Background: an optimization exercise with open tools, aiming at small area and few clock cycles per item. Do not read the settings as production practice.
In this exercise RTL edits were held to simulation tests only and were not proved equivalent to the original.

Design srgb_to_xy_chromaticity, start of the top module:
module srgb_to_xy_chromaticity #(
  parameter int COMPONENT_BITS  = 8,
  parameter int COORD_FRAC_BITS = 16
) (
  input  logic                      clk,
  input  logic                      rst,
  input  logic                      in_valid,
  output logic                      in_ready,
  input  logic [COMPONENT_BITS-1:0] red,
  input  logic [COMPONENT_BITS-1:0] green,
  input  logic [COMPONENT_BITS-1:0] blue,
  output logic                      out_valid,
  input  logic                      out_ready,
  output logic [srgbxy_pkg::OUT_W-1:0] chroma_x,
  output logic [srgbxy_pkg::OUT_W-1:0] chroma_y,
  output logic                      black_input
);
export LEC_CHECK = 0
export CAP_MARGIN = 20
export CORE_MARGIN = 2
export CORE_UTILIZATION = 62
export CTS_BUF_LIST = sky130_fd_sc_hd__clkbuf_4 sky130_fd_sc_hd__clkbuf_8
export CTS_CLUSTER_DIAMETER = 70
export CTS_CLUSTER_SIZE = 14
export GPL_TIMING_DRIVEN = 0
export SETUP_SLACK_MARGIN = 0.1
export SLEW_MARGIN = 20
export SYNTH_HIERARCHICAL = 1
create_clock -name core_clock -period 8.0 [get_ports {clk}]
standard.sh (not shown) runs the stock make flow with config.mk's settings and CLKGATE_MAP_FILE= SYNTH_SCRIPT=/design/flow/synth_recipe.tcl, a recipe that flattens the netlist after the stock synthesis.
==> flow/flow/run.sh <==
#!/bin/bash
# Layout: the standard flow (standard.sh), except that synthesis maps the
# logic with ABC for area (flow/abc_map.script) and leaves out ABC's
# buffering and gate sizing, so gates start at their smallest size and the
# layout's repair steps size and buffer only where timing or slew needs it. Everything else in synthesis is the standard flow's own
# synth_recipe.tcl, so the registers are the standard synthesis's.
set -euo pipefail
W="$(pwd)"

cat > "$W/flow_synth.tcl" <<EOT
proc abc {args} {
  set i [lsearch -exact \$args -script]
  if {\$i >= 0} { lset args [expr {\$i + 1}] {$W/flow/abc_map.script} }
  yosys abc {*}\$args
}
source {$W/synth_recipe.tcl}
EOT

sed "s#SYNTH_SCRIPT=[^ ]*#SYNTH_SCRIPT=$W/flow_synth.tcl#" standard.sh > standard_synth.sh
grep -q "SYNTH_SCRIPT=$W/flow_synth.tcl" standard_synth.sh

bash standard_synth.sh synth > synth.log 2>&1
bash standard.sh > layout.log 2>&1
==> flow/flow/abc_map.script <==
&get -n
&st
&dch
&nf -a
&put
Testbench counts at the start, summed over its fixed seeds: cycles 16,056, items 16,000.
Next try:
--- a/flow/flow/run.sh
+++ b/flow/flow/run.sh
@@ -1,7 +1,8 @@
 #!/bin/bash
 # Layout: the standard flow (standard.sh), except that synthesis maps the
-# logic with ABC for area (flow/abc_map.script) and leaves out ABC's
-# buffering and gate sizing, so gates start at their smallest size and the
-# layout's repair steps size and buffer only where timing or slew needs it. Everything else in synthesis is the standard flow's own
+# logic with ABC but leaves out ABC's final buffering and gate sizing (the
+# lines after &put in ORFS's abc_speed.script), so gates start at their
+# smallest size and the layout's repair steps size and buffer only where
+# timing or slew needs it. Everything else in synthesis is the standard flow's own
 # synth_recipe.tcl, so the registers are the standard synthesis's.
 set -euo pipefail
==> flow/flow/abc_map.script (replaced) <==
&get -n
&st
&dch
&nf
&st
&syn2
&if -g -K 6
&synch2
&nf -a
&put
--- a/flow/config.mk
+++ b/flow/config.mk
@@ -8,5 +8,5 @@
 export CAP_MARGIN = 20
 export CORE_MARGIN = 2
-export CORE_UTILIZATION = 62
+export CORE_UTILIZATION = 50
 export CTS_BUF_LIST = sky130_fd_sc_hd__clkbuf_4 sky130_fd_sc_hd__clkbuf_8
 export CTS_CLUSTER_DIAMETER = 70
- die area increases by 24%
- routed wire length rises by 4.0%
Next try:
==> flow/flow/run.sh (replaced) <==
#!/bin/bash
# Layout: the standard flow (standard.sh), except that synthesis maps the
# logic with ABC for area (flow/abc_map.script) and leaves out ABC's
# buffering and gate sizing, so gates start at their smallest size and the
# layout's repair steps size and buffer only where timing or slew needs it.
# Everything else in synthesis is the standard flow's own synth_recipe.tcl, so the
# registers are the standard synthesis's. After global routing, ORFS's power
# recovery (RECOVER_POWER) downsizes gates on paths with slack to spare.
set -euo pipefail
W="$(pwd)"

cat > "$W/flow_synth.tcl" <<EOT
proc abc {args} {
  set i [lsearch -exact \$args -script]
  if {\$i >= 0} { lset args [expr {\$i + 1}] {$W/flow/abc_map.script} }
  yosys abc {*}\$args
}
source {$W/synth_recipe.tcl}
EOT

sed "s#SYNTH_SCRIPT=[^ ]*#SYNTH_SCRIPT=$W/flow_synth.tcl#" standard.sh > standard_synth.sh
grep -q "SYNTH_SCRIPT=$W/flow_synth.tcl" standard_synth.sh

sed 's#"\${@:-finish}"#RECOVER_POWER=100 "${@:-finish}"#' standard.sh > standard_layout.sh
grep -q "RECOVER_POWER=100" standard_layout.sh

bash standard_synth.sh synth > synth.log 2>&1
bash standard_layout.sh > layout.log 2>&1
==> flow/flow/abc_map.script (replaced) <==
&get -n
&st
&dch
&nf -a
&put
Effect:
- The new run completed and failed the layout checks on capacitance limit, slew limit
- critical path depth shrinks by 5
- clock skew went up by 0.0095 ns
- routed wire length goes up by 1.6%
- sequential share of layout area came out higher by 0.16 points

## separate check: timing with driven ports
No port has a modelled driver above. Below, the same layouts with a new extraction and two added sets of constraints.
Step 1 assumes that a clkbuf_16 drives the clock port and a buf_2 every other input.
Step 2 times the ports against the registers' clock, not the clock port: input delays grow and output delays shrink by t, the midpoint of the rising clock arrivals with the driver on.
a / b / c = ideal / step 1 / step 2; a / b = the first two.
| run | t, ns | setup WS [ns] | worst register clock-pin slew, ns | worst data-port slew with drivers (ns) | pins driven straight from the clock port |
|---|---|---|---|---|---|
| the first run | 0.959 | 0.153 / 0.153 / -0.305 | 0.10 / 0.10 | 0.05 | 1 |
| the second run | 0.980 | 0.236 / 0.236 / 0.236 | 0.10 / 0.10 | 0.04 | 1 |
| the third run | 0.960 | 0.188 / 0.188 / -0.302 | 0.10 / 0.10 | 0.04 | 1 |
For the third run, which loses most, drivers alone change the setup slack by 0.000 ns; drivers and shift together by -0.490 ns.
